This is an optimization exercise on Yosys and OpenROAD, whose aim is small area, a short achievable clock period and few clock cycles per item, not a production implementation.
The RTL was checked by simulation tests, not by an equivalence proof against the original design.
No activity file was given, so power comes from the tool's default toggle rates. No driver is modelled on the clock port, so clocking that relies on it looks cheaper here than on a real chip.

===== flow/run.sh =====
#!/bin/bash
# synth_recipe.tcl (not shown) runs the flow's synth.tcl, then flattens the netlist and writes it again
# the make line also repeats each setting of config.mk as NAME=value (left out here)
make -C /OpenROAD-flow-scripts/flow DESIGN_CONFIG=/design/flow/config.mk WORK_HOME=/design/flow/orfs CLKGATE_MAP_FILE= SYNTH_SCRIPT=/design/flow/synth_recipe.tcl finish

===== flow/config.mk =====
export PLATFORM = sky130hd
export DESIGN_NAME = data_mem_ctrl
export DESIGN_NICKNAME = data_mem_ctrl
export VERILOG_FILES = /design/flow/design.v
export SDC_FILE = /design/flow/constraint.sdc
export NUM_CORES = 4
export LEC_CHECK = 0
export CAP_MARGIN = 20
export CORE_MARGIN = 2
export CORE_UTILIZATION = 40
export SLEW_MARGIN = 20

===== flow/constraint.sdc =====
create_clock -name core_clock -period 5.0 [get_ports {clk}]
set_input_delay 1.0000 -clock core_clock [delete_from_list [all_inputs] [get_ports {clk}]]
set_output_delay 1.0000 -clock core_clock [all_outputs]
set_load 0.01 [all_outputs]

===== flow/design.v =====
package dmem_pkg;
    localparam int DMEM_DEPTH   = 256;
    localparam int DMEM_LATENCY = 2;
endpackage
module dmem_array #(
    parameter int DWIDTH = 16,
    parameter int DEPTH  = 256,
    parameter int GS     = 16,
    localparam int IW    = (DEPTH > 1) ? $clog2(DEPTH) : 1,
    localparam int LW    = $clog2(GS),
    localparam int NG    = DEPTH / GS
) (
    input  logic              clk,
    input  logic              we,
    input  logic [IW-1:0]     widx,
    input  logic [DWIDTH-1:0] wdata,
    input  logic [IW-1:0]     ridx,
    input  logic [IW-LW-1:0]  ridx_hi,
    output logic [DWIDTH-1:0] rdata
);
    logic [DWIDTH-1:0] mem_q [DEPTH];
    logic [DWIDTH-1:0] grp_q [NG];
    always_ff @(posedge clk) begin
        if (we) begin
            mem_q[widx] <= wdata;
        end
    end
    always_ff @(posedge clk) begin
        for (int g = 0; g < NG; g++) begin
            grp_q[g] <= mem_q[g * GS + int'(ridx[LW-1:0])];
        end
    end
    assign rdata = grp_q[ridx_hi];
endmodule
import dmem_pkg::*;
module data_mem_ctrl #(
    parameter int DWIDTH  = 16,
    parameter int AWIDTH  = 16,
    parameter int DEPTH   = DMEM_DEPTH,
    parameter int LATENCY = DMEM_LATENCY
) (
    input  logic              clk,
    input  logic              rst,
    input  logic              ram_en,
    input  logic              wen,
    input  logic [AWIDTH-1:0] ram_addr,
    input  logic [DWIDTH-1:0] w_ram_data,
    output logic [DWIDTH-1:0] r_ram_data,
    output logic              ram_valid,
    output logic              busy
    ,
    output logic              addr_err
);
    localparam int IW = (DEPTH > 1) ? $clog2(DEPTH) : 1;
    localparam int GS = 16;
    localparam int LW = $clog2(GS);
    logic              in_err;
    logic              v1_q, w1_q, err1_q;
    logic [IW-1:0]     idx1_q;
    logic [DWIDTH-1:0] wd1_q;
    logic              v2_q, w2_q, err2_q;
    logic [IW-LW-1:0]  hi2_q;
    logic              v3_q, err3_q;
    logic [DWIDTH-1:0] rdata_q;
    logic [DWIDTH-1:0] arr_rdata;
    localparam logic [AWIDTH:0] DEPTH_A = (AWIDTH + 1)'(DEPTH);
    assign in_err = ({1'b0, ram_addr} >= DEPTH_A);
    always_ff @(posedge clk) begin
        v1_q   <= ram_en && !rst;
        w1_q   <= wen;
        err1_q <= in_err;
        idx1_q <= ram_addr[IW-1:0];
        wd1_q  <= w_ram_data;
    end
    always_ff @(posedge clk) begin
        v2_q   <= v1_q && !rst;
        w2_q   <= w1_q;
        err2_q <= err1_q;
        hi2_q  <= idx1_q[IW-1:LW];
    end
    always_ff @(posedge clk) begin
        if (rst) begin
            v3_q    <= 1'b0;
            err3_q  <= 1'b0;
            rdata_q <= '0;
        end else begin
            v3_q   <= v2_q;
            err3_q <= v2_q && err2_q;
            if (v2_q && !w2_q) begin
                rdata_q <= err2_q ? '0 : arr_rdata;
            end
        end
    end
    assign ram_valid  = v3_q;
    assign busy       = 1'b0;
    assign r_ram_data = rdata_q;
    assign addr_err   = err3_q;
    dmem_array #(
        .DWIDTH(DWIDTH),
        .DEPTH (DEPTH),
        .GS    (GS)
    ) u_array (
        .clk    (clk),
        .we     (v1_q && w1_q && !err1_q),
        .widx   (idx1_q),
        .wdata  (wd1_q),
        .ridx   (idx1_q),
        .ridx_hi(hi2_q),
        .rdata  (arr_rdata)
    );
endmodule

==> results of run 1 <==
## where the power goes
group          internal [mW]  leakage [nW]  switching, mW
combinational           1.22          11.4           1.67
sequential              40.5          39.4          0.471
clock                   19.1          7.19           14.0
## worst min path at each step
stage                       from  depth (start not counted)  slack, ns      to
after floorplan           err1_q                          0       0.32  err2_q
after global placement      w1_q                          0       0.37    w2_q
after detailed placement  err1_q                          0       0.36  err2_q
after CTS                 err1_q                          0       0.37  err2_q
after global routing      err1_q                          0       0.37  err2_q
final                     err1_q                          0       0.37  err2_q
## worst max-delay path, cell delays in order (launching register included)
cell and delay, ns:
dfxtp_2 1.11, nor3b_4 0.24, buf_8 0.25, a32oi_1 0.87
o2111ai_1 0.82, nor3_1 0.66, o21ai_0 0.18
## logic make-up after synthesis
logic type	synth area share, %
muxes	17.8
other	0.00230
DFF	79.3
and+or+nand+nor	1.11
buffers and inverters	0.962
AOI/OAI and AO/OA	0.790
## state kept, by name, summed over array words and instances (netlist names), 4 cells and up
| signal | cells |
|---|---|
| wd1_q | 16 |
| hi2_q | 4 |
| u_array.mem_q | 4096 |
| u_array.grp_q | 256 |
| idx1_q | 8 |
| rdata_q | 16 |
## layout make-up
class / count / area, µm² / area share (%)
tap: 5428 / 6790 / 3.63
sequential: 4404 / 129000 / 69.1
multi-input combinational: 1903 / 32300 / 17.3
timing repair buffer: 449 / 3970 / 2.12
clock inverter: 227 / 2440 / 1.31
antenna: 23 / 57.6 / 0.0308
clock buffer: 604 / 12200 / 6.53
inverter: 7 / 26.3 / 0.0140
## synthesized netlist by cell type (8+ instances only)
master,instances
nand3_1,28
a22oi_1,60
a21oi_1,17
clkbuf_1,208
and2_1,13
nor2b_1,18
nor2_1,264
buf_2,119
o22ai_1,29
nand2_1,51
mux4_2,1280
a32oi_1,11
dfxtp_1,308
o2111ai_1,10
a22o_1,8
o21ai_1,9
a221oi_1,9
mux2i_1,10
o21ai_0,19
mux2_2,12
nor3_1,18
edfxtp_1,4096
buf_1,27
## layer usage
layer  global-route usage (%)  wire length [µm]  up-vias
li1                         -                 -    29800
met1                     27.5            167000    40700
met2                     31.6            199000     3314
met3                     4.47             37000      599
met4                     6.02             13500        8
met5                        0                49        -
## per-stage QoR
step / cell area (µm²) / power [mW] / setup WS (ns) / cells / util [%]
after global placement: 172000 / 44.5 / 0.335 / 12200 / 42.4
after detailed placement: 172000 / 44.6 / 0.838 / 12200 / 42.5
final: 187000 / 77.0 / 0.707 / 13000 / 46.1
after floorplan: 163000 / 43.4 / 0.766 / 6674 / -
after CTS: 187000 / 77.6 / 0.838 / 13000 / 46.1
after global routing: 187000 / 79.2 / 0.949 / 13000 / 46.1
==> flow_metrics.env, run 1 <==
export IMPL_yosysUniqueCellTypes=49
export IMPL_ff2ff_path_depth=6
export IMPL_cp_end_kind="flip-flop"
export IMPL_layout_commonest_cell="edfxtp_1"
export IMPL_dp_hpwl_um=239000
export IMPL_cellPowerDensity_nw_per_um2=412
export IMPL_synth_avg_cell_area_um2=24.4
export IMPL_wl_per_cell_um=31.9
export IMPL_peakVddDrop_v=0.000300
export IMPL_max_freq_mhz=233
export IMPL_drive_gt1_share_pct=32.0
export IMPL_status="finished clean"
export IMPL_grt_first_pass_wirelength_um=583000
export IMPL_ys_async_sr_fraction_pct=0
export IMPL_die_x_um=642
export IMPL_r2r_end="rdata_q[11]"
export IMPL_path_clk_slew_ns=0.06
export IMPL_die_y_um=642
export IMPL_hold_class="flip-flop to flip-flop"
export IMPL_cts_tree="done"
export IMPL_floorplan_initialDensity_pct=40.1
export IMPL_drcViolationCount=0
export IMPL_synth_edf_count=4096
export IMPL_endpoint="rdata_q[11]"
export IMPL_fin_worst_skew_ns=0.0896
export IMPL_synth_top_area_share_pct=75.5
export IMPL_cp_max_fo=41
export IMPL_whs_ns=0.371
export IMPL_cp_arrival_ns=5.16
export IMPL_insertion_delay_ns=1.00
export IMPL_synth_cells=6674
export IMPL_grt_pass1_vias=75300
export IMPL_drt_iter0_drc=9147
export IMPL_worstSetupStartpointType="flip-flop"
export IMPL_setup_violations=0
export IMPL_area_delta_synth_final_pct=14.8
export IMPL_grt_usage_pct=19.9
export IMPL_slew_headroom_pct=18.2
export IMPL_syn_nets=6710
export IMPL_grt_max_degree=224
export IMPL_die_area_um2=412000
export IMPL_ios=55
export IMPL_ant_nets=0
export IMPL_cts_resized_gates=0
export IMPL_cts_sinks=4404
export IMPL_rows=234
export IMPL_clockBufferDepth=4
export IMPL_vias=74400
export IMPL_path_class="flip-flop to flip-flop"
export IMPL_rr_startpoint="hi2_q[2]"
export IMPL_antenna_found_initial=29
export IMPL_fin_tns_setup_ns=0
export IMPL_portBuffers=53
export IMPL_core_area_um2=406000
export IMPL_yosys_warnings=3
export IMPL_syn_area_um2=163000
export IMPL_synth_ff_type="edfxtp_1"
export IMPL_cts_made_buffers=438
export IMPL_ctsHoldBuffers=0
export IMPL_drt_pass1_iterations=6
export IMPL_drv_slew=0
export IMPL_layout_common_cells="edfxtp_1, mux4_2, clkbuf_16"
export IMPL_cts_setup_buffers=0
export IMPL_via_per_inst=5.70
export IMPL_gp_congestion=0.845
export IMPL_yosysSeqAreaShare_pct=79.3
export IMPL_cts_max_level=5
export IMPL_postRouteWirelength_um=417000
export IMPL_crit_required_ns=5.86
export IMPL_cap_violations=0
export IMPL_min_period_over_period_pct=85.9
export IMPL_rsz0062_at_grt="false"
export IMPL_fin_nets=7239
export IMPL_hold_viol=0
export IMPL_leakage_nw=57.9
export IMPL_worstMarginPinSlew_ns=1.23
export IMPL_crit_start="hi2_q[2]"
export IMPL_ctsRootBufferMaster="clkbuf_16"
export IMPL_fin_crit_ns=4.29
export IMPL_r2r_slack_ns=0.71
export IMPL_ys_top_cells_by_area="edfxtp_1, mux4_2, dfxtp_1, nor2_1, clkbuf_1"
export IMPL_grt_overflow_total=0
export IMPL_fillers=33100
export IMPL_ys_ff_latch=4404
export IMPL_synth_largest_area_cell="edfxtp_1"
Testbench counts, summed over its fixed seeds: cycles 24,024, items 24,000.
==> run 2, diff against run 1 <==
==> flow/design.v (replaced) <==
package dmem_pkg;
    localparam int DMEM_DEPTH   = 256;
    localparam int DMEM_LATENCY = 2;
endpackage
module dmem_array #(
    parameter int DWIDTH = 16,
    parameter int DEPTH  = 256,
    parameter int GS     = 32,
    localparam int NG    = DEPTH / GS
) (
    input  logic              clk,
    input  logic [NG-1:0]     wgsel,
    input  logic [GS-1:0]     csel,
    input  logic [DWIDTH-1:0] wdata,
    input  logic [NG-1:0]     rgsel,
    output logic [DWIDTH-1:0] rdata
);
    logic [DWIDTH-1:0] mem_q [DEPTH];
    logic [DWIDTH-1:0] grp_d [NG];
    logic [DWIDTH-1:0] grp_q [NG];
    always_ff @(posedge clk) begin
        for (int g = 0; g < NG; g++) begin
            for (int c = 0; c < GS; c++) begin
                if (wgsel[g] && csel[c]) begin
                    mem_q[g * GS + c] <= wdata;
                end
            end
        end
    end
    always_comb begin
        for (int g = 0; g < NG; g++) begin
            grp_d[g] = '0;
            for (int c = 0; c < GS; c++) begin
                grp_d[g] = grp_d[g] | (mem_q[g * GS + c] & {DWIDTH{csel[c]}});
            end
        end
    end
    always_ff @(posedge clk) begin
        for (int g = 0; g < NG; g++) begin
            grp_q[g] <= grp_d[g];
        end
    end
    always_comb begin
        rdata = '0;
        for (int g = 0; g < NG; g++) begin
            rdata = rdata | (grp_q[g] & {DWIDTH{rgsel[g]}});
        end
    end
endmodule
import dmem_pkg::*;
module data_mem_ctrl #(
    parameter int DWIDTH  = 16,
    parameter int AWIDTH  = 16,
    parameter int DEPTH   = DMEM_DEPTH,
    parameter int LATENCY = DMEM_LATENCY
) (
    input  logic              clk,
    input  logic              rst,
    input  logic              ram_en,
    input  logic              wen,
    input  logic [AWIDTH-1:0] ram_addr,
    input  logic [DWIDTH-1:0] w_ram_data,
    output logic [DWIDTH-1:0] r_ram_data,
    output logic              ram_valid,
    output logic              busy
    ,
    output logic              addr_err
);
    localparam int IW = (DEPTH > 1) ? $clog2(DEPTH) : 1;
    localparam int GS = 32;
    localparam int LW = $clog2(GS);
    localparam int NG = DEPTH / GS;
    logic              in_err;
    logic [NG-1:0]     in_gsel;
    logic [GS-1:0]     in_csel;
    logic              v1_q, w1_q, err1_q;
    logic [NG-1:0]     gsel1_q;
    logic [GS-1:0]     csel1_q;
    logic [DWIDTH-1:0] wd1_q;
    logic              v2_q, w2_q, err2_q;
    logic [NG-1:0]     gsel2_q;
    logic              v3_q, err3_q;
    logic [DWIDTH-1:0] rdata_q;
    logic [DWIDTH-1:0] arr_rdata;
    localparam logic [AWIDTH:0] DEPTH_A = (AWIDTH + 1)'(DEPTH);
    assign in_err = ({1'b0, ram_addr} >= DEPTH_A);
    always_comb begin
        for (int g = 0; g < NG; g++) in_gsel[g] = !in_err && (ram_addr[IW-1:LW] == (IW-LW)'(g));
        for (int c = 0; c < GS; c++) in_csel[c] = (ram_addr[LW-1:0] == LW'(c));
    end
    always_ff @(posedge clk) begin
        v1_q    <= ram_en && !rst;
        w1_q    <= wen;
        err1_q  <= in_err;
        gsel1_q <= in_gsel;
        csel1_q <= in_csel;
        wd1_q   <= w_ram_data;
    end
    always_ff @(posedge clk) begin
        v2_q    <= v1_q && !rst;
        w2_q    <= w1_q;
        err2_q  <= err1_q;
        gsel2_q <= gsel1_q;
    end
    always_ff @(posedge clk) begin
        if (rst) begin
            v3_q    <= 1'b0;
            err3_q  <= 1'b0;
            rdata_q <= '0;
        end else begin
            v3_q   <= v2_q;
            err3_q <= v2_q && err2_q;
            if (v2_q && !w2_q) begin
                rdata_q <= arr_rdata;
            end
        end
    end
    assign ram_valid  = v3_q;
    assign busy       = 1'b0;
    assign r_ram_data = rdata_q;
    assign addr_err   = err3_q;
    dmem_array #(
        .DWIDTH(DWIDTH),
        .DEPTH (DEPTH),
        .GS    (GS)
    ) u_array (
        .clk  (clk),
        .wgsel(gsel1_q & {NG{v1_q && w1_q}}),
        .csel (csel1_q),
        .wdata(wd1_q),
        .rgsel(gsel2_q),
        .rdata(arr_rdata)
    );
endmodule
--- a/flow/config.mk
+++ b/flow/config.mk
@@ -5,7 +5,9 @@
 export SDC_FILE = /design/flow/constraint.sdc
 export NUM_CORES = 4
 export LEC_CHECK = 0
+export ABC_CLOCK_PERIOD_IN_PS = 2500
 export CAP_MARGIN = 20
 export CORE_MARGIN = 2
-export CORE_UTILIZATION = 40
+export CORE_UTILIZATION = 50
+export SETUP_SLACK_MARGIN = 2.3
 export SLEW_MARGIN = 20
==> run 2 against run 1 <==
Hold slack worse by 0.041 ns. Total power fell by 3.6%. Register-to-register slack improved by 1.5 ns. Synthesized cell count increased by 19%. Clock-buffer cell count is 55 lower. Maximum frequency increased by 55%. First-iteration DRC count up 52%. Via count rose by 15%. Design area shrank 8.3%. Critical path depth is 2 lower. Worst setup slack improved by 1.5 ns.
==> flow_metrics.env, run 2 <==
export IMPL_syn_nets=7993
export IMPL_rows=202
export IMPL_yosysMostFrequentCell="edfxtp_1"
export IMPL_largest_register="u_array.mem_q"
export IMPL_cp_arrival_ns=3.55
export IMPL_antenna_found_initial=38
export IMPL_grt_usage_pct=31.5
export IMPL_grt_max_degree=132
export IMPL_rsz0062_at_grt="true"
export IMPL_insertion_delay_ns=0.99
export IMPL_grt_use_met3_pct=5.70
export IMPL_peakVddDrop_v=0.000372
export IMPL_max_freq_mhz=361
export IMPL_ys_top_cells_by_count="edfxtp_1, a22oi_1, nand4_1"
export IMPL_final_area_um2=172000
export IMPL_drt_pass1_iterations=6
export IMPL_layout_common_cells="edfxtp_1, a22oi_1, nand4_1"
export IMPL_ctsRootBufferMaster="clkbuf_16"
export IMPL_leakage_nw=52.5
export IMPL_rr_startpoint="csel1_q[11]"
export IMPL_yosysUniqueCellTypes=30
export IMPL_worstSetupStartpointType="flip-flop"
export IMPL_drive_gt1_share_pct=12.1
export IMPL_endpoint="u_array.grp_q[2][5]"
export IMPL_slew_headroom_pct=19.4
export IMPL_yosysSeqAreaShare_pct=83.6
export IMPL_ys_async_sr_fraction_pct=0
export IMPL_synth_top_area_share_pct=80.7
export IMPL_worstMarginPinSlew_ns=1.21
export IMPL_ys_top_cells_by_area="edfxtp_1, a22oi_1, dfxtp_1, nand4_1, and2_1"
export IMPL_placed_area_um2=157000
export IMPL_ctsHoldBuffers=0
export IMPL_ios=55
export IMPL_drv_slew=0
export IMPL_yosys_warnings=5
export IMPL_grt_overflow_total=0
export IMPL_min_period_over_period_pct=55.4
export IMPL_vias=85600
export IMPL_busiest_layer="met2"
export IMPL_path_class="flip-flop to flip-flop"
export IMPL_crit_required_ns=5.78
export IMPL_grt_first_pass_wirelength_um=675000
export IMPL_die_area_um2=309000
export IMPL_setup_violations=0
export IMPL_fin_tns_setup_ns=0
export IMPL_ant_nets=0
export IMPL_cts_made_buffers=427
export IMPL_area_delta_synth_final_pct=12.6
export IMPL_r2r_end="u_array.grp_q[2][5]"
export IMPL_synth_edf_count=4096
export IMPL_use_met2_pct=48.6
export IMPL_layout_cells_non_filler=12400
export IMPL_synth_ff_type="edfxtp_1"
export IMPL_cts_tree="done"
export IMPL_ys_ff_latch=4312
export IMPL_fin_crit_ns=2.77
export IMPL_dp_hpwl_um=295000
export IMPL_cellPowerDensity_nw_per_um2=433
export IMPL_wl_per_cell_um=40.0
export IMPL_crit_start="csel1_q[11]"
export IMPL_hold_class="flip-flop to flip-flop"
export IMPL_floorplan_initialDensity_pct=50.3
export IMPL_fin_worst_skew_ns=0.0702
export IMPL_gp_congestion=0.915
export IMPL_clockBufferDepth=4
export IMPL_drcViolationCount=0
export IMPL_via_per_inst=6.90
export IMPL_die_y_um=556
export IMPL_cts_max_level=5
export IMPL_fin_nets=8088
export IMPL_postRouteWirelength_um=496000
export IMPL_die_x_um=556
export IMPL_portBuffers=53
export IMPL_status="finished clean"
export IMPL_grt_pass1_vias=80100
export IMPL_ff2ff_path_depth=4
export IMPL_largest_register_ffs=4096
export IMPL_syn_area_um2=152000
export IMPL_synth_cells=7957
export IMPL_core_area_um2=303000
export IMPL_cp_end_kind="flip-flop"
export IMPL_synth_largest_area_cell="edfxtp_1"
export IMPL_use_met1_pct=45.0
export IMPL_hold_viol=0
export IMPL_path_clk_slew_ns=0.07
export IMPL_cp_max_fo=40
export IMPL_layout_commonest_cell="edfxtp_1"
export IMPL_place_inst=11600
export IMPL_synth_avg_cell_area_um2=19.1
export IMPL_cts_sinks=4312
export IMPL_drt_iter0_drc=13900
export IMPL_cap_violations=0
export IMPL_fillers=22600
export IMPL_reg_top3="u_array.mem_q: 4096 flops, u_array.grp_q: 128 flops, csel1_q: 32 flops"
export IMPL_r2r_slack_ns=2.23
[run 2: report_power, final]
group | switching [mW] | internal (mW) | total (mW)
clock | 13.9 | 18.3 | 32.2
sequential | 0.603 | 39.7 | 40.3
combinational | 1.40 | 0.399 | 1.80
[run 2: worst max-delay path, stage by stage (launching register included)]
cell and delay [ns]:
dfxtp_4 0.56, buf_4 0.42, a22oi_1 0.34, nand4_1 0.39, or4_1 0.73
[run 2: area by class of cell]
type | instances | area, µm² | area share (%)
antenna | 16 | 40.0 | 0.0233
clock buffer | 549 | 11400 | 6.67
clock inverter | 247 | 2620 | 1.53
multi-input combinational | 3115 | 22600 | 13.2
sequential | 4312 | 128000 | 74.3
tap | 3978 | 4980 | 2.90
timing repair buffer | 196 | 2310 | 1.34
[run 2: stage by stage]
stage | utilization, % | setup WS, ns | power (mW) | hold slack (ns)
final | 56.6 | 2.23 | 74.2 | 0.329
after global routing | 56.6 | 2.29 | 75.7 | 0.348
after CTS | 56.6 | 2.20 | 74.3 | 0.332
after detailed placement | 51.9 | 1.97 | 42.8 | 0.318
after global placement | 51.9 | 1.99 | 42.7 | 0.312
after floorplan | - | 2.52 | 41.3 | 0.310
[run 2: what timing repair did]
| action | CTS | global route |
|---|---|---|
| resized for setup | 167 | 40 |
| setup endpoints to repair | 1107 | 398 |
| pin swaps | 0 | 0 |
| setup buffers | 0 | 1 |
[run 2: worst min path at each step]
stage           start     end  slack [ns]  cells after the start
3_5_place_dp   err1_q  err2_q        0.32                      0
4_1_cts        err1_q  err2_q        0.33                      0
5_1_grt        err1_q  err2_q        0.35                      0
3_3_place_gp   err1_q  err2_q        0.31                      0
6_report       err1_q  err2_q        0.33                      0
2_1_floorplan  err1_q  err2_q        0.31                      0
[run 2: kinds of logic (layout without fill, tap and decap cells)]
kind of cell           Yosys count  count (layout)  synth area share (%)
buffers and inverters          530             992                  1.70
DFF                           4312            4312                  83.6
other                            1              17               0.00246
AOI/OAI and AO/OA             2128            2128                  10.7
and+or+nand+nor                986             986                  4.07
[run 2: layer usage]
layer	vias up	part of all wire (%)
li1	33900	-
met4	24	4.4
met1	45000	39
met5	-	0.035
met2	5793	46
met3	854	11
Testbench counts of run 2, summed over its fixed seeds: cycles 24,024, items 24,000.
==> run 3, diff against run 2 <==
==> flow/flow/run.sh (new file) <==
#!/bin/bash
# The standard layout, with plain buffers (sky130_fd_sc_hd__buf_4) instead of the default
# delay-cell buffers on the input and output ports. make's full output goes to flow_make.log.
set -euo pipefail
export BUFFER_PORTS_ARGS="-buffer_cell sky130_fd_sc_hd__buf_4"
bash standard.sh finish > flow_make.log 2>&1
==> flow/standard.sh (new file) <==
#!/bin/bash
# synth_recipe.tcl (not shown) runs the flow's synth.tcl, then flattens the netlist and writes it again
# the make line also repeats each setting of config.mk as NAME=value (left out here)
make -C /OpenROAD-flow-scripts/flow DESIGN_CONFIG=/design/flow/config.mk WORK_HOME=/design/flow/orfs CLKGATE_MAP_FILE= SYNTH_SCRIPT=/design/flow/synth_recipe.tcl "${@:-finish}"
--- a/flow/config.mk
+++ b/flow/config.mk
@@ -9,5 +9,7 @@
 export CAP_MARGIN = 20
 export CORE_MARGIN = 2
 export CORE_UTILIZATION = 50
-export SETUP_SLACK_MARGIN = 2.3
+export CTS_CLUSTER_DIAMETER = 80
+export CTS_CLUSTER_SIZE = 26
+export SETUP_SLACK_MARGIN = 2.45
 export SLEW_MARGIN = 20
removed: flow/run.sh
==> run 3 against run 2 <==
Critical path type unchanged. Critical path depth did not move. Maximum frequency rose by 4.0%. Still clean. Die area did not move. First-iteration DRC count rose by 11%. Synthesized cell count did not move. Sequential share of layout area rose by 3.3 points. Hold slack got worse by 0.17 ns. Combinational power barely moved. Sequential power barely moved. Worst setup slack improved by 0.11 ns.
==> flow_metrics.env, run 3 <==
export IMPL_clockBufferDepth=4
export IMPL_via_per_inst=7.07
export IMPL_yosysMostFrequentCell="edfxtp_1"
export IMPL_antenna_found_initial=56
export IMPL_cts_tree="done"
export IMPL_max_freq_mhz=376
export IMPL_hold_viol=0
export IMPL_reg_top3="u_array.mem_q: 4096 flops, u_array.grp_q: 128 flops, csel1_q: 32 flops"
export IMPL_gp_congestion=0.922
export IMPL_cp_max_fo=51
export IMPL_cp_end_kind="flip-flop"
export IMPL_drv_slew=0
export IMPL_core_area_um2=303000
export IMPL_ys_top_cells_by_area="edfxtp_1, a22oi_1, dfxtp_1, nand4_1, and2_1"
export IMPL_synth_ff_type="edfxtp_1"
export IMPL_min_period_over_period_pct=53.3
export IMPL_worstSetupStartpointType="flip-flop"
export IMPL_path_clk_slew_ns=0.10
export IMPL_crit_required_ns=5.79
export IMPL_leakage_nw=48.8
export IMPL_fin_tns_setup_ns=0
export IMPL_setup_violations=0
export IMPL_fin_util_pct=54.2
export IMPL_yosysUniqueCellTypes=30
export IMPL_ff2ff_path_depth=4
export IMPL_die_area_um2=309000
export IMPL_ctsRootBufferMaster="clkbuf_16"
export IMPL_rsz0062_at_grt="false"
export IMPL_cellPowerDensity_nw_per_um2=375
export IMPL_dp_slack_ns=1.92
export IMPL_grt_usage_pct=31.9
export IMPL_fin_crit_ns=2.66
export IMPL_cp_slowest_cell="or4_1"
export IMPL_dp_hpwl_um=292000
export IMPL_synth_top_area_share_pct=80.7
export IMPL_ys_top_cells_by_count="edfxtp_1, a22oi_1, nand4_1"
export IMPL_worstMarginPinSlew_ns=1.13
export IMPL_hold_class="input port to flip-flop"
export IMPL_peakVddDrop_v=0.000335
export IMPL_yosysSeqAreaShare_pct=83.6
export IMPL_portBuffers=53
export IMPL_min_path_cells=1
export IMPL_drt_iter0_drc=15400
export IMPL_ys_async_sr_fraction_pct=0
export IMPL_yosys_warnings=5
export IMPL_die_y_um=556
export IMPL_postRouteWirelength_um=506000
export IMPL_die_x_um=556
export IMPL_area_delta_synth_final_pct=7.87
export IMPL_placed_area_um2=157000
export IMPL_grt_max_degree=120
export IMPL_cp_arrival_ns=3.46
export IMPL_layout_common_cells="edfxtp_1, a22oi_1, nand4_1"
export IMPL_cts_made_buffers=197
export IMPL_path_cells="buf_8 -> a22oi_1 -> nand4_1 -> or4_1"
export IMPL_fin_ws_ns=2.34
export IMPL_grt_first_pass_wirelength_um=678000
export IMPL_grt_overflow_total=0
export IMPL_floorplan_initialDensity_pct=50.3
export IMPL_synth_edf_count=4096
export IMPL_syn_area_um2=152000
export IMPL_drt_pass1_iterations=6
export IMPL_status="finished clean"
export IMPL_fin_worst_skew_ns=0.0510
export IMPL_insertion_delay_ns=0.93
export IMPL_fillers=23100
export IMPL_ios=55
export IMPL_cap_violations=0
export IMPL_synth_largest_area_cell="edfxtp_1"
export IMPL_grt_pass1_vias=78700
export IMPL_whs_ns=0.162
export IMPL_max_stage_delay_ns=0.62
export IMPL_path_class="flip-flop to flip-flop"
export IMPL_place_inst=11600
export IMPL_layout_cells_non_filler=12000
export IMPL_largest_register_ffs=4096
export IMPL_layout_commonest_cell="edfxtp_1"
export IMPL_final_area_um2=164000
export IMPL_wl_per_cell_um=42.2
export IMPL_rows=202
export IMPL_syn_nets=7993
export IMPL_synth_cells=7957
export IMPL_ant_nets=0
export IMPL_slew_headroom_pct=24.7
export IMPL_cts_sinks=4312
export IMPL_synth_avg_cell_area_um2=19.1
export IMPL_drcViolationCount=0
export IMPL_ys_ff_latch=4312
export IMPL_fin_nets=7872
export IMPL_vias=84800
export IMPL_cts_max_level=4
export IMPL_total_power_mw=61.6
export IMPL_drive_gt1_share_pct=9.84
export IMPL_largest_register="u_array.mem_q"
[run 3: logic make-up (layout without fill, tap and decap cells)]
family	count (synthesis)	after routing	synth area share [%]
and+or+nand+nor	986	986	4.07
AOI/OAI and AO/OA	2128	2128	10.7
other	1	21	0.00246
buffers and inverters	530	571	1.70
DFF	4312	4312	83.6
[run 3: where the power goes]
| group | internal (mW) | switching (mW) |
|---|---|---|
| registers | 39.6 | 0.627 |
| logic | 0.413 | 1.42 |
| clock network | 8.24 | 11.3 |
[run 3: what timing repair did]
action / 4_1_cts / 5_1_grt
pin swaps: 3 / 4
gates cloned: 0 / 0
hold buffers: 0 / 0
resized for setup: 217 / 57
endpoints found under the setup margin: 2816 / 734
buffers inserted: 16 / 7
[run 3: layer usage]
layer / vias to the layer above / share of wire [%] / track usage, %
met5: - / 0.11 / 0
met3: 809 / 11 / 5.98
met2: 5949 / 46 / 49.5
met1: 44800 / 38 / 45.1
met4: 50 / 4.6 / 12.3
li1: 33200 / - / -
[run 3: cell type report]
type,count,area (µm²),share of cell area [%]
clock buffers,323,5630,3.43
repair buffers,210,2820,1.72
flip-flops and latches,4312,128000,77.6
multi-input cells,3115,22800,13.9
diodes,20,50.0,0.0305
clock inverters,38,523,0.318
well taps,3978,4980,3.03
[run 3: worst paths after layout]
path | slack [ns] | from | endpoint
min | 0.16 | w_ram_data[14] | wd1_q[14]
max reg2reg | 2.34 | csel1_q[26] | u_array.grp_q[0][8]
max | 2.34 | csel1_q[26] | u_array.grp_q[0][8]
min reg2reg | 0.34 | err1_q | err2_q
[run 3: worst max-delay path, delay by kind of cell, from the launching register on]
| family | cells | cell delay (ns) |
|---|---|---|
| buffers and inverters | 1 | 0.31 |
| and+or+nand+nor | 2 | 1.09 |
| DFF | 1 | 0.52 |
| AOI/OAI and AO/OA | 1 | 0.42 |
==> run 4, diff against run 3 <==
==> flow/flow/run.sh (replaced) <==
#!/bin/bash
# The standard layout, with two changes: plain buffers (sky130_fd_sc_hd__buf_4) instead of the
# default delay-cell buffers on the input and output ports, and clock tree synthesis without
# dummy loads. make's full output goes to flow_make.log.
set -euo pipefail
export BUFFER_PORTS_ARGS="-buffer_cell sky130_fd_sc_hd__buf_4"
export CTS_ARGS="-sink_clustering_enable -repair_clock_nets -sink_clustering_size 26 -sink_clustering_max_diameter 80 -dont_use_dummy_load"
bash standard.sh finish > flow_make.log 2>&1
--- a/flow/config.mk
+++ b/flow/config.mk
@@ -8,7 +8,7 @@
 export ABC_CLOCK_PERIOD_IN_PS = 2500
 export CAP_MARGIN = 20
 export CORE_MARGIN = 2
-export CORE_UTILIZATION = 50
+export CORE_UTILIZATION = 60
 export CTS_CLUSTER_DIAMETER = 80
 export CTS_CLUSTER_SIZE = 26
 export SETUP_SLACK_MARGIN = 2.45
==> run 4 against run 3 <==
Still clean on timing, DRC and antenna. Register-to-register slack is essentially flat. Global-route usage grew 6.7 points. Sequential cell count is the same. Clock skew grew 0.021 ns. Critical path depth is the same. Sequential share of layout area grew 1.0 points. Via count grew 0.55%. Wire length shrank 0.36%. Critical path type unchanged. Highest routed layer unchanged.
==> flow_metrics.env, run 4 <==
export IMPL_largest_register_ffs=4096
export IMPL_setup_violations=0
export IMPL_antenna_found_initial=51
export IMPL_layout_cells_non_filler=11200
export IMPL_die_x_um=508
export IMPL_path_cells="buf_12 -> a22oi_2 -> nand4_1 -> or4_1"
export IMPL_gp_congestion=0.931
export IMPL_path_class="flip-flop to flip-flop"
export IMPL_grt_pass1_vias=78100
export IMPL_largest_register="u_array.mem_q"
export IMPL_cellPowerDensity_nw_per_um2=365
export IMPL_cts_made_buffers=189
export IMPL_crit_required_ns=5.70
export IMPL_slew_headroom_pct=16.2
export IMPL_fin_crit_ns=2.67
export IMPL_vias=85300
export IMPL_yosys_warnings=5
export IMPL_cts_max_level=4
export IMPL_die_y_um=508
export IMPL_ant_nets=0
export IMPL_worstMarginPinSlew_ns=1.26
export IMPL_max_freq_mhz=375
export IMPL_core_area_um2=252000
export IMPL_synth_top_area_share_pct=80.7
export IMPL_synth_edf_count=4096
export IMPL_portBuffers=53
export IMPL_leakage_nw=48.3
export IMPL_total_power_mw=59.2
export IMPL_yosysMostFrequentCell="edfxtp_1"
export IMPL_synth_avg_cell_area_um2=19.1
export IMPL_drt_pass1_iterations=9
export IMPL_peakVddDrop_v=0.000370
export IMPL_fin_worst_skew_ns=0.0724
export IMPL_hold_viol=0
export IMPL_cts_sinks=4312
export IMPL_rsz0062_at_grt="true"
export IMPL_drv_slew=0
export IMPL_cp_arrival_ns=3.37
export IMPL_drt_iter0_drc=17200
export IMPL_syn_area_um2=152000
export IMPL_cap_violations=0
export IMPL_ys_top_cells_by_area="edfxtp_1, a22oi_1, dfxtp_1, nand4_1, and2_1"
export IMPL_drcViolationCount=0
export IMPL_via_per_inst=7.60
export IMPL_cp_slowest_cell="or4_1"
export IMPL_layout_common_cells="edfxtp_1, a22oi_1, nand4_1"
export IMPL_reg_top3="u_array.mem_q: 4096 flops, u_array.grp_q: 128 flops, csel1_q: 32 flops"
export IMPL_worstSetupStartpointType="flip-flop"
export IMPL_clockBufferDepth=3
export IMPL_grt_overflow_total=0
export IMPL_ios=55
export IMPL_wl_per_cell_um=45.0
export IMPL_drive_gt1_share_pct=9.14
export IMPL_max_stage_delay_ns=0.67
export IMPL_status="finished clean"
export IMPL_die_area_um2=258000
export IMPL_layout_commonest_cell="edfxtp_1"
export IMPL_fin_tns_setup_ns=0
export IMPL_synth_cells=7957
export IMPL_yosysUniqueCellTypes=30
export IMPL_cp_max_fo=85
export IMPL_rows=184
export IMPL_synth_largest_area_cell="edfxtp_1"
export IMPL_grt_usage_pct=38.6
export IMPL_floorplan_initialDensity_pct=60.5
export IMPL_ctsHoldBuffers=0
export IMPL_grt_max_degree=118
export IMPL_dp_hpwl_um=299000
export IMPL_path_clk_slew_ns=0.10
export IMPL_insertion_delay_ns=0.92
export IMPL_place_inst=11000
export IMPL_syn_nets=7993
export IMPL_ys_async_sr_fraction_pct=0
export IMPL_critPathTopFamily="simple AND/OR/NAND/NOR gates"
export IMPL_cp_end_kind="flip-flop"
export IMPL_crit_buf_inv=1
export IMPL_hold_class="input port to flip-flop"
export IMPL_min_period_over_period_pct=53.4
export IMPL_cts_tree="done"
export IMPL_yosysSeqAreaShare_pct=83.6
export IMPL_fin_nets=7884
export IMPL_ctsRootBufferMaster="clkbuf_16"
export IMPL_synth_ff_type="edfxtp_1"
export IMPL_grt_first_pass_wirelength_um=676000
export IMPL_postRouteWirelength_um=504000
export IMPL_ys_top_cells_by_count="edfxtp_1, a22oi_1, nand4_1"
export IMPL_ys_ff_latch=4312
export IMPL_area_delta_synth_final_pct=6.44
==> run 4: cell counts after synthesis <==
No cell type changed its count.
==> run 4: final timing paths <==
path,startpoint,endpoint,slack (ns),depth (start not counted)
max,csel1_q[27],u_array.grp_q[6][11],2.33,4
min,w_ram_data[1],wd1_q[1],0.18,1
max reg2reg,csel1_q[27],u_array.grp_q[6][11],2.33,4
min reg2reg,err1_q,err2_q,0.34,0
==> run 4: worst reg2reg max path, stage by stage (launching register included) <==
cell,delay [ns]
dfxtp_4,0.52
buf_12,0.29
a22oi_2,0.80
nand4_1,0.23
or4_1,0.67
==> run 4: layout make-up <==
cell class | count | area, µm²
sequential | 4312 | 128000
fill | 17100 | 89700
multi-input combinational | 3115 | 22700
clock buffer | 189 | 4730
tap | 3348 | 4190
timing repair buffer | 230 | 2930
antenna | 20 | 50.0
==> run 4: per-layer routing <==
metal / vias to the layer above / part of all wire [%] / global-route usage [%]
met2: 6506 / 47 / 59.6
met4: 32 / 4.9 / 15.2
met5: - / 0.041 / 0
met3: 863 / 12 / 7.05
met1: 44800 / 37 / 55.3
li1: 33100 / - / -
==> run 4: cell families (layout without fill, tap and decap cells) <==
group,Yosys count,after routing,share of synthesized area [%]
other,1,21,0.00246
AOI/OAI and AO/OA,2128,2128,10.7
buffers and inverters,530,419,1.70
DFF,4312,4312,83.6
and+or+nand+nor,986,986,4.07
==> run 4: power breakdown <==
group | internal (mW) | switching, mW | total (mW)
logic | 0.419 | 1.48 | 1.90
registers | 39.6 | 0.500 | 40.1
clock network | 6.77 | 10.4 | 17.2
total | 46.8 | 12.4 | 59.2
==> run 4: per-stage QoR <==
step / utilization [%] / setup slack [ns] / cell area [µm²] / hold slack [ns]
finish: 64.4 / 2.33 / 162000 / 0.179
global route: 64.4 / 2.43 / 162000 / 0.142
CTS: 64.3 / 2.45 / 162000 / 0.122
detailed placement: 62.2 / 1.92 / 157000 / 0.315
global placement: 62.2 / 1.93 / 157000 / 0.313
floorplan: - / 2.52 / 152000 / 0.310
==> run 4: timing repair <==
| action | CTS | global route |
|---|---|---|
| gates resized for setup | 150 | 71 |
| setup endpoints to repair | 2418 | 982 |
| cloned | 1 | 0 |
| pin swaps | 4 | 2 |
| setup buffers | 11 | 7 |
==> run 5, diff against run 4 <==
--- a/flow/config.mk
+++ b/flow/config.mk
@@ -11,5 +11,5 @@
 export CORE_UTILIZATION = 60
 export CTS_CLUSTER_DIAMETER = 80
 export CTS_CLUSTER_SIZE = 26
-export SETUP_SLACK_MARGIN = 2.45
+export SETUP_SLACK_MARGIN = 2.65
 export SLEW_MARGIN = 20
==> run 5 against run 4 <==
Still clean on timing, DRC and antenna. Critical path depth did not move. Die area did not move. Synthesized area did not move. Wire length rose by 4.3%. Critical path type unchanged.
==> flow_metrics.env, run 5 <==
export IMPL_reg_top3="u_array.mem_q: 4096 flops, u_array.grp_q: 128 flops, csel1_q: 32 flops"
export IMPL_whs_ns=0.192
export IMPL_cts_tree="done"
export IMPL_rows=184
export IMPL_area_delta_synth_final_pct=7.38
export IMPL_rsz0062_at_grt="true"
export IMPL_die_area_um2=258000
export IMPL_total_power_mw=59.4
export IMPL_cp_end_kind="flip-flop"
export IMPL_path_clk_slew_ns=0.10
export IMPL_drcViolationCount=0
export IMPL_synth_cells=7957
export IMPL_critPathTopFamily="simple AND/OR/NAND/NOR gates"
export IMPL_yosysSeqAreaShare_pct=83.6
export IMPL_fin_nets=7948
export IMPL_fin_tns_setup_ns=0
export IMPL_fillers=16900
export IMPL_grt_max_degree=134
export IMPL_ys_top_cells_by_count="edfxtp_1, a22oi_1, nand4_1"
export IMPL_grt_first_pass_wirelength_um=699000
export IMPL_ctsRootBufferMaster="clkbuf_16"
export IMPL_clockBufferDepth=3
export IMPL_syn_nets=7993
export IMPL_ys_top_cells_by_area="edfxtp_1, a22oi_1, dfxtp_1, nand4_1, and2_1"
export IMPL_max_stage_delay_ns=0.61
export IMPL_drt_pass1_iterations=8
export IMPL_fin_util_pct=64.9
export IMPL_fin_worst_skew_ns=0.0555
export IMPL_min_period_over_period_pct=50.1
export IMPL_synth_avg_cell_area_um2=19.1
export IMPL_fin_ws_ns=2.50
export IMPL_die_x_um=508
export IMPL_hold_class="input port to flip-flop"
export IMPL_crit_required_ns=5.72
export IMPL_antenna_found_initial=45
export IMPL_yosys_warnings=5
export IMPL_yosysMostFrequentCell="edfxtp_1"
export IMPL_fin_crit_ns=2.50
export IMPL_placed_area_um2=156000
export IMPL_drt_iter0_drc=16900
export IMPL_dp_hpwl_um=296000
export IMPL_slew_headroom_pct=3.79
export IMPL_status="finished clean"
export IMPL_cap_violations=0
export IMPL_cts_made_buffers=189
export IMPL_largest_register="u_array.mem_q"
export IMPL_layout_cells_non_filler=11300
export IMPL_leakage_nw=48.9
export IMPL_worstSetupStartpointType="flip-flop"
export IMPL_synth_edf_count=4096
export IMPL_cp_arrival_ns=3.23
export IMPL_path_cells="buf_12 -> a22oi_1 -> nand4_1 -> or4_4"
export IMPL_layout_commonest_cell="edfxtp_1"
export IMPL_grt_overflow_total=0
export IMPL_postRouteWirelength_um=526000
export IMPL_cp_max_fo=52
export IMPL_cts_max_level=4
export IMPL_die_y_um=508
export IMPL_setup_violations=0
export IMPL_hold_viol=0
export IMPL_ys_async_sr_fraction_pct=0
export IMPL_vias=86900
export IMPL_crit_buf_inv=1
export IMPL_gp_congestion=0.956
export IMPL_final_area_um2=164000
export IMPL_cp_slowest_cell="or4_4"
export IMPL_yosysUniqueCellTypes=30
export IMPL_syn_area_um2=152000
export IMPL_grt_pass1_vias=78800
export IMPL_worstMarginPinSlew_ns=1.44
export IMPL_ctsHoldBuffers=0
export IMPL_dp_slack_ns=2.02
export IMPL_wl_per_cell_um=46.6
export IMPL_cellPowerDensity_nw_per_um2=363
export IMPL_path_class="flip-flop to flip-flop"
export IMPL_synth_largest_area_cell="edfxtp_1"
export IMPL_synth_ff_type="edfxtp_1"
export IMPL_portBuffers=53
export IMPL_max_freq_mhz=399
export IMPL_ys_ff_latch=4312
export IMPL_drive_gt1_share_pct=11.1
export IMPL_largest_register_ffs=4096
export IMPL_r2r_slack_ns=2.50
export IMPL_cts_sinks=4312
export IMPL_ant_nets=0
export IMPL_floorplan_initialDensity_pct=60.5
export IMPL_insertion_delay_ns=0.90
export IMPL_layout_common_cells="edfxtp_1, a22oi_1, nand4_1"
export IMPL_peakVddDrop_v=0.000356
export IMPL_grt_usage_pct=40.3
export IMPL_via_per_inst=7.69
export IMPL_synth_top_area_share_pct=80.7
export IMPL_drv_slew=0
export IMPL_place_inst=11000
export IMPL_core_area_um2=252000
export IMPL_ios=55
run 5: cell counts after synthesis:
No cell type changed its count.
run 5: area by class of cell:
type | count | area, µm² | area share [%]
repair buffers | 294 | 4020 | 2.45
well taps | 3348 | 4190 | 2.56
multi-input cells | 3115 | 23000 | 14.1
clock buffers | 189 | 4730 | 2.89
diodes | 32 | 80.1 | 0.0490
flip-flops and latches | 4312 | 128000 | 78.0
run 5: repair_timing:
action / CTS / global route
setup buffers: 71 / 15
gates resized for setup: 313 / 71
setup endpoints to repair: 3987 / 1341
pin swaps: 16 / 18
gates cloned: 7 / 1
run 5: path summary, 6_finish.rpt:
| check | start | end | depth (start not counted) |
|---|---|---|---|
| max | csel1_q[12] | u_array.grp_q[0][0] | 4 |
| min | w_ram_data[14] | wd1_q[14] | 1 |
| max reg2reg | csel1_q[12] | u_array.grp_q[0][0] | 4 |
| min reg2reg | gsel1_q[1] | gsel2_q[1] | 0 |
run 5: cell families (layout without fill, tap and decap cells):
| logic type | Yosys count | in the layout | share of synthesized area (%) |
|---|---|---|---|
| compound gates | 2128 | 2128 | 10.7 |
| buf+inv | 530 | 483 | 1.70 |
| flops | 4312 | 4312 | 83.6 |
| other cells | 1 | 33 | 0.00246 |
| simple gates | 986 | 986 | 4.07 |
run 5: power by group:
group          internal [mW]  switching, mW  leakage [nW]
sequential              39.6          0.585          38.6
clock                   6.77           10.5          2.33
combinational          0.442           1.49          7.88
run 5: metal layers:
layer  GRT usage, %  routed length (µm)
met1           58.4              193000
met3           9.24               69600
met5              0                 247
met2           60.2              238000
met4           15.4               24600
run 5: worst reg2reg max path, delay by kind of cell (launching register included):
kind | cells | cell delay [ns]
and+or+nand+nor | 2 | 0.83
AOI/OAI and AO/OA | 1 | 0.65
DFF | 1 | 0.54
buffers and inverters | 1 | 0.33
==> run 6, diff against run 5 <==
--- a/flow/config.mk
+++ b/flow/config.mk
@@ -8,7 +8,7 @@
 export ABC_CLOCK_PERIOD_IN_PS = 2500
 export CAP_MARGIN = 20
 export CORE_MARGIN = 2
-export CORE_UTILIZATION = 60
+export CORE_UTILIZATION = 70
 export CTS_CLUSTER_DIAMETER = 80
 export CTS_CLUSTER_SIZE = 26
 export SETUP_SLACK_MARGIN = 2.65
==> run 6 against run 5 <==
First-iteration DRC count increased by 14%. Largest power group unchanged. Clock power decreased by 2%. Worst setup slack got worse by 0.22 ns. Global-route usage increased by 3.6 points. Maximum frequency decreased by 8.0%. Critical endpoint is now u_array.grp_q[3][2]. Still clean. Synthesized area unchanged. Via count increased by 0.64%.
==> flow_metrics.env, run 6 <==
export IMPL_layout_commonest_cell="edfxtp_1"
export IMPL_die_area_um2=221000
export IMPL_cellPowerDensity_nw_per_um2=362
export IMPL_fin_crit_ns=2.72
export IMPL_wl_per_cell_um=46.0
export IMPL_synth_edf_count=4096
export IMPL_ys_async_sr_fraction_pct=0
export IMPL_leakage_nw=48.8
export IMPL_insertion_delay_ns=0.89
export IMPL_cp_end_kind="flip-flop"
export IMPL_portBuffers=53
export IMPL_yosys_warnings=5
export IMPL_drv_slew=0
export IMPL_area_delta_synth_final_pct=6.98
export IMPL_r2r_slack_ns=2.28
export IMPL_ys_top_cells_by_area="edfxtp_1, a22oi_1, dfxtp_1, nand4_1, and2_1"
export IMPL_p_sw_share_pct=20.8
export IMPL_cts_tree="done"
export IMPL_ant_nets=0
export IMPL_grt_pass1_vias=79300
export IMPL_ctsHoldBuffers=0
export IMPL_yosysUniqueCellTypes=30
export IMPL_drt_iter0_drc=19300
export IMPL_slew_headroom_pct=17.7
export IMPL_synth_top_family_by_area="compound AO/OA/AOI/OAI gates"
export IMPL_ys_top_cells_by_count="edfxtp_1, a22oi_1, nand4_1"
export IMPL_fin_util_pct=75.2
export IMPL_busiest_layer="met2"
export IMPL_cts_max_level=4
export IMPL_cap_violations=0
export IMPL_drive_gt1_share_pct=11.2
export IMPL_synth_xor_area_share_pct=0
export IMPL_fin_ws_ns=2.28
export IMPL_path_clk_slew_ns=0.10
export IMPL_ios=55
export IMPL_peakVddDrop_v=0.000438
export IMPL_yosysMostFrequentCell="edfxtp_1"
export IMPL_cp_arrival_ns=3.47
export IMPL_via_per_inst=8.10
export IMPL_clockBufferDepth=3
export IMPL_dp_hpwl_um=279000
export IMPL_min_period_over_period_pct=54.4
export IMPL_fin_worst_skew_ns=0.0616
export IMPL_final_area_um2=163000
export IMPL_syn_area_um2=152000
export IMPL_cts_made_buffers=185
export IMPL_p_switching_mw=12.3
export IMPL_drcViolationCount=0
export IMPL_floorplan_initialDensity_pct=70.3
export IMPL_die_x_um=471
export IMPL_use_met2_pct=64.6
export IMPL_path_class="flip-flop to flip-flop"
export IMPL_grt_use_met3_pct=11.9
export IMPL_hold_viol=0
export IMPL_crit_required_ns=5.75
export IMPL_hold_path_startpoint="w_ram_data[1]"
export IMPL_synth_mux_area_fraction_pct=0
export IMPL_worstMarginPinSlew_ns=1.23
export IMPL_grt_max_degree=137
export IMPL_largest_register_ffs=4096
export IMPL_hold_class="input port to flip-flop"
export IMPL_fillers=12100
export IMPL_yosysSeqAreaShare_pct=83.6
export IMPL_gp_congestion=1.00
export IMPL_vias=87400
export IMPL_reg_top3="u_array.mem_q: 4096 flops, u_array.grp_q: 128 flops, csel1_q: 32 flops"
export IMPL_max_freq_mhz=368
export IMPL_grt_first_pass_wirelength_um=660000
export IMPL_total_power_mw=59.0
export IMPL_rr_startpoint="csel1_q[15]"
export IMPL_synth_largest_area_cell="edfxtp_1"
export IMPL_synth_avg_cell_area_um2=19.1
export IMPL_postRouteWirelength_um=497000
export IMPL_synth_simple_area_share_pct=4.07
export IMPL_status="finished clean"
export IMPL_rows=171
export IMPL_sequentialPowerShare_pct=68.1
export IMPL_synth_ff_type="edfxtp_1"
export IMPL_use_met1_pct=61.7
export IMPL_worstSetupStartpointType="flip-flop"
export IMPL_synth_adder_area_share_pct=0
export IMPL_synth_compound_area_share_pct=10.7
export IMPL_largest_register="u_array.mem_q"
export IMPL_die_y_um=471
export IMPL_grt_usage_pct=43.9
export IMPL_ys_ff_latch=4312
export IMPL_ctsRootBufferMaster="clkbuf_16"
export IMPL_layout_common_cells="edfxtp_1, a22oi_1, nand4_1"
export IMPL_syn_nets=7993
export IMPL_dp_slack_ns=2.13
export IMPL_fin_nets=7945
export IMPL_drt_pass1_iterations=8
export IMPL_pwr_share_clk_pct=28.6
export IMPL_fin_tns_setup_ns=0
export IMPL_grt_overflow_total=0
export IMPL_antenna_found_initial=45
export IMPL_comb_power_share_pct=3.3
export IMPL_cp_max_fo=93
export IMPL_synth_top_area_share_pct=80.7
export IMPL_synth_cells=7957
export IMPL_setup_violations=0
export IMPL_core_area_um2=217000
export IMPL_rsz0062_at_grt="true"
export IMPL_p_int_mw=46.7
export IMPL_cts_sinks=4312
export IMPL_crit_start="csel1_q[15]"
export IMPL_placed_area_um2=156000
[run 6: cell counts after synthesis]
No cell type changed its count.
[run 6: routing by layer]
metal / vias up / wire (µm) / part of all wire (%)
li1: 33200 / - / -
met1: 44300 / 163000 / 33
met2: 8598 / 220000 / 44
met3: 1357 / 80000 / 16
met4: 42 / 33000 / 6.6
met5: - / 279 / 0.056
[run 6: cell type report]
class | instances | area, µm² | area share, %
antenna | 28 | 70.1 | 0.0430
clock buffer | 185 | 4630 | 2.84
multi-input combinational | 3115 | 23000 | 14.1
sequential | 4312 | 128000 | 78.3
tap | 2854 | 3570 | 2.19
timing repair buffer | 295 | 4100 | 2.51
[run 6: cells by family (layout without fill, tap and decap cells)]
group	after synthesis	count (layout)
buf+inv	530	480
other cells	1	29
simple gates	986	986
compound gates	2128	2128
flops	4312	4312
[run 6: worst paths after layout]
| path | end | cells past startpoint |
|---|---|---|
| worst max register to register | u_array.grp_q[3][2] | 4 |
| worst min-delay path | wd1_q[1] | 1 |
| worst min register to register | err2_q | 0 |
| worst max-delay path | u_array.grp_q[3][2] | 4 |
[run 6: worst max-delay path, cell delays in order (launching register included)]
cell	delay, ns
dfxtp_4	0.42
buf_16	0.20
a22oi_2	0.48
nand4_1	0.47
or4_1	0.55
[run 6: power groups by stage]
stage	sequential [mW]	combinational (mW)	clock, mW
6_report	40.2	1.94	16.8
5_1_grt	40.1	1.94	17.8
4_1_cts	40.1	1.78	16.7
3_5_place_dp	41.0	1.68	0
3_3_place_gp	41.0	1.66	0
2_1_floorplan	40.7	0.555	0
[run 6: timing repair]
action / CTS / global route
setup buffers: 36 / 70
endpoints found under the setup margin: 3875 / 818
pin swaps: 10 / 30
gates cloned: 3 / 4
gates resized for setup: 299 / 85
[run 6: stage by stage]
step | hold slack [ns] | instances
floorplan | 0.310 | 7957
global placement | 0.312 | 10500
detailed placement | 0.324 | 10500
CTS | 0.180 | 10700
global route | 0.199 | 10800
finish | 0.225 | 10800
==> run 7, diff against run 6 <==
==> flow/flow/run.sh (replaced) <==
#!/bin/bash
# The standard layout, with two changes: plain buffers (sky130_fd_sc_hd__buf_4) instead of the
# default delay-cell buffers on the input and output ports, and clock tree synthesis without
# dummy loads. make's full output goes to flow_make.log.
set -euo pipefail
export BUFFER_PORTS_ARGS="-buffer_cell sky130_fd_sc_hd__buf_4"
export CTS_ARGS="-sink_clustering_enable -repair_clock_nets -sink_clustering_size 28 -sink_clustering_max_diameter 100 -dont_use_dummy_load"
bash standard.sh finish > flow_make.log 2>&1
--- a/flow/config.mk
+++ b/flow/config.mk
@@ -8,8 +8,8 @@
 export ABC_CLOCK_PERIOD_IN_PS = 2500
 export CAP_MARGIN = 20
 export CORE_MARGIN = 2
-export CORE_UTILIZATION = 70
-export CTS_CLUSTER_DIAMETER = 80
-export CTS_CLUSTER_SIZE = 26
+export CORE_UTILIZATION = 60
+export CTS_CLUSTER_DIAMETER = 100
+export CTS_CLUSTER_SIZE = 28
 export SETUP_SLACK_MARGIN = 2.65
 export SLEW_MARGIN = 20
==> run 7 against run 6 <==
Core utilization shrank 10 points. Clock power is essentially flat. Synthesized area is the same. Design area grew 0.33%.
==> flow_metrics.env, run 7 <==
export IMPL_die_x_um=508
export IMPL_ys_top_cells_by_count="edfxtp_1, a22oi_1, nand4_1"
export IMPL_drive_gt1_share_pct=11.5
export IMPL_largest_register_ffs=4096
export IMPL_syn_area_um2=152000
export IMPL_ant_nets=0
export IMPL_drt_pass1_iterations=6
export IMPL_yosysMostFrequentCell="edfxtp_1"
export IMPL_insertion_delay_ns=0.90
export IMPL_gp_congestion=0.956
export IMPL_grt_first_pass_wirelength_um=700000
export IMPL_drv_slew=0
export IMPL_synth_edf_count=4096
export IMPL_worstSetupStartpointType="flip-flop"
export IMPL_cts_made_buffers=171
export IMPL_rr_startpoint="csel1_q[18]"
export IMPL_grt_use_met3_pct=9.26
export IMPL_fin_nets=7960
export IMPL_vias=86500
export IMPL_hold_path_startpoint="w_ram_data[15]"
export IMPL_yosysUniqueCellTypes=30
export IMPL_min_path_cells=1
export IMPL_setup_violations=0
export IMPL_portBuffers=53
export IMPL_cp_max_fo=86
export IMPL_hold_viol=0
export IMPL_use_met1_pct=58.1
export IMPL_fin_tns_setup_ns=0
export IMPL_synth_largest_area_cell="edfxtp_1"
export IMPL_synth_ff_type="edfxtp_1"
export IMPL_cts_max_level=4
export IMPL_grt_pass1_vias=78900
export IMPL_grt_usage_pct=40.2
export IMPL_core_area_um2=252000
export IMPL_synth_top_area_share_pct=80.7
export IMPL_ff2ff_path_depth=4
export IMPL_die_y_um=508
export IMPL_die_area_um2=258000
export IMPL_path_class="flip-flop to flip-flop"
export IMPL_peakVddDrop_v=0.000392
export IMPL_rsz0062_at_grt="true"
export IMPL_cap_violations=0
export IMPL_layout_cells_non_filler=11300
export IMPL_drt_iter0_drc=16900
export IMPL_dp_hpwl_um=296000
export IMPL_rows=184
export IMPL_clockBufferDepth=3
export IMPL_ctsHoldBuffers=0
export IMPL_grt_max_degree=134
export IMPL_syn_nets=7993
export IMPL_place_inst=11000
export IMPL_layout_commonest_cell="edfxtp_1"
export IMPL_cp_arrival_ns=3.30
export IMPL_largest_register="u_array.mem_q"
export IMPL_path_clk_slew_ns=0.11
export IMPL_floorplan_initialDensity_pct=60.5
export IMPL_hold_class="input port to flip-flop"
export IMPL_worstHoldEndpoint="wd1_q[15]"
export IMPL_slew_headroom_pct=5.37
export IMPL_layout_common_cells="edfxtp_1, a22oi_1, nand4_1"
export IMPL_yosys_warnings=5
export IMPL_cts_tree="done"
export IMPL_cts_sinks=4312
export IMPL_min_period_over_period_pct=50.7
export IMPL_synth_cells=7957
export IMPL_fin_crit_ns=2.53
export IMPL_ctsRootBufferMaster="clkbuf_16"
export IMPL_wl_per_cell_um=46.4
export IMPL_status="finished clean"
export IMPL_ys_async_sr_fraction_pct=0
export IMPL_via_per_inst=7.65
export IMPL_postRouteWirelength_um=525000
export IMPL_max_freq_mhz=395
export IMPL_crit_required_ns=5.77
export IMPL_area_delta_synth_final_pct=7.34
export IMPL_busiest_layer="met2"
export IMPL_worstMarginPinSlew_ns=1.41
export IMPL_leakage_nw=48.8
export IMPL_yosysSeqAreaShare_pct=83.6
export IMPL_r2r_end="u_array.grp_q[3][2]"
export IMPL_fin_worst_skew_ns=0.0476
export IMPL_cp_end_kind="flip-flop"
export IMPL_synth_avg_cell_area_um2=19.1
export IMPL_reg_top3="u_array.mem_q: 4096 flops, u_array.grp_q: 128 flops, csel1_q: 32 flops"
export IMPL_ys_ff_latch=4312
export IMPL_r2r_slack_ns=2.47
export IMPL_antenna_found_initial=50
export IMPL_use_met2_pct=60.3
export IMPL_ios=55
export IMPL_ys_top_cells_by_area="edfxtp_1, a22oi_1, dfxtp_1, nand4_1, and2_1"
export IMPL_grt_overflow_total=0
export IMPL_drcViolationCount=0
export IMPL_cellPowerDensity_nw_per_um2=359
-- run 7: area by class of cell --
type / count / area (µm²)
diodes: 34 / 85.1
clock buffers: 171 / 4280
fillers: 17000 / 88300
multi-input cells: 3115 / 23100
flip-flops and latches: 4312 / 128000
well taps: 3348 / 4190
repair buffers: 324 / 4340
-- run 7: repair_timing --
item,CTS,global route
hold endpoints to repair,0,0
endpoints found under the setup margin,4008,1278
buffers inserted,90,28
pin swaps,22,18
cloned,5,1
gates resized for setup,337,68
-- run 7: per-stage QoR --
| stage | setup WS, ns | total power [mW] | utilization [%] | instance area, µm² | hold WS (ns) |
|---|---|---|---|---|---|
| 6_report | 2.47 | 58.6 | 64.9 | 164000 | 0.216 |
| 5_1_grt | 2.52 | 59.7 | 64.9 | 163000 | 0.177 |
| 4_1_cts | 2.53 | 58.4 | 64.7 | 163000 | 0.189 |
| 3_5_place_dp | 2.02 | 42.7 | 62.1 | 156000 | 0.315 |
| 3_3_place_gp | 2.07 | 42.7 | 62.1 | 156000 | 0.319 |
| 2_1_floorplan | 3.19 | 41.3 | - | 152000 | 0.310 |
-- run 7: cells by family (layout without fill, tap and decap cells) --
group	after synthesis	after routing	synth area share (%)
DFF	4312	4312	83.6
and+or+nand+nor	986	986	4.07
buffers and inverters	530	495	1.70
other	1	35	0.00246
AOI/OAI and AO/OA	2128	2128	10.7
-- run 7: how the worst max path moves through the flow --
| stage | slack [ns] | cells past startpoint | endpoint | from |
|---|---|---|---|---|
| floorplan | 3.19 | 3 | gsel1_q[4] | ram_addr[15] |
| global placement | 2.07 | 2 | u_array.mem_q[236][6] | csel1_q[12] |
| detailed placement | 2.02 | 2 | u_array.mem_q[236][6] | csel1_q[12] |
| CTS | 2.53 | 1 | r_ram_data[10] | rdata_q[10] |
| global route | 2.52 | 1 | r_ram_data[10] | rdata_q[10] |
| finish | 2.47 | 4 | u_array.grp_q[3][2] | csel1_q[18] |
-- run 7: critical path, cell delays in order (launching register included) --
cell     delay [ns]
dfxtp_4        0.39
buf_12         0.17
a22oi_2        0.44
nand4_1        0.38
or4_1          0.64
-- run 7: power by group --
group | leakage [nW] | total [mW] | switching [mW] | internal, mW
clock network | 2.11 | 16.5 | 10.3 | 6.17
logic | 8.07 | 1.95 | 1.50 | 0.449
registers | 38.6 | 40.2 | 0.574 | 39.6
total | 48.8 | 58.6 | 12.4 | 46.2
-- run 7: layer usage --
layer	wire length (µm)	vias up
li1	-	33200
met1	193000	45500
met2	237000	6858
met3	68900	861
met4	25000	28
met5	204	-

## afterwards: timing with drivers on the ports
In the flow no input, the clock included, has a driving cell. The finished layouts below were timed again as built, in two steps.
Step 1, drivers: a clkbuf_16 drives clk and a buf_2 each remaining input, both assumed.
Step 2 moves the port delays by t, midway between the first and last clock arrival at a register: inputs arrive t later, outputs are due t later. That takes back most of the time a late clock gives input paths.
Three values: ideal, step 1, step 2; two values: the first two.
run	shift t [ns]	setup slack, ns	pins driven straight from the clock port
run 1	1.062	0.707 / 0.707 / 0.707	1
run 2	1.058	2.232 / 2.232 / 2.232	1
run 3	1.002	2.337 / 2.337 / 2.337	1
run 4	0.979	2.332 / 2.332 / 2.332	1
run 5	0.969	2.497 / 2.423 / 2.038	1
run 6	0.952	2.279 / 2.279 / 2.279	1
run 7	0.960	2.466 / 2.454 / 2.060	1
After both steps every run listed still meets setup and hold. The setup slack of run 5, which loses most, moves by -0.074 ns with the drivers and by -0.459 ns with both steps.
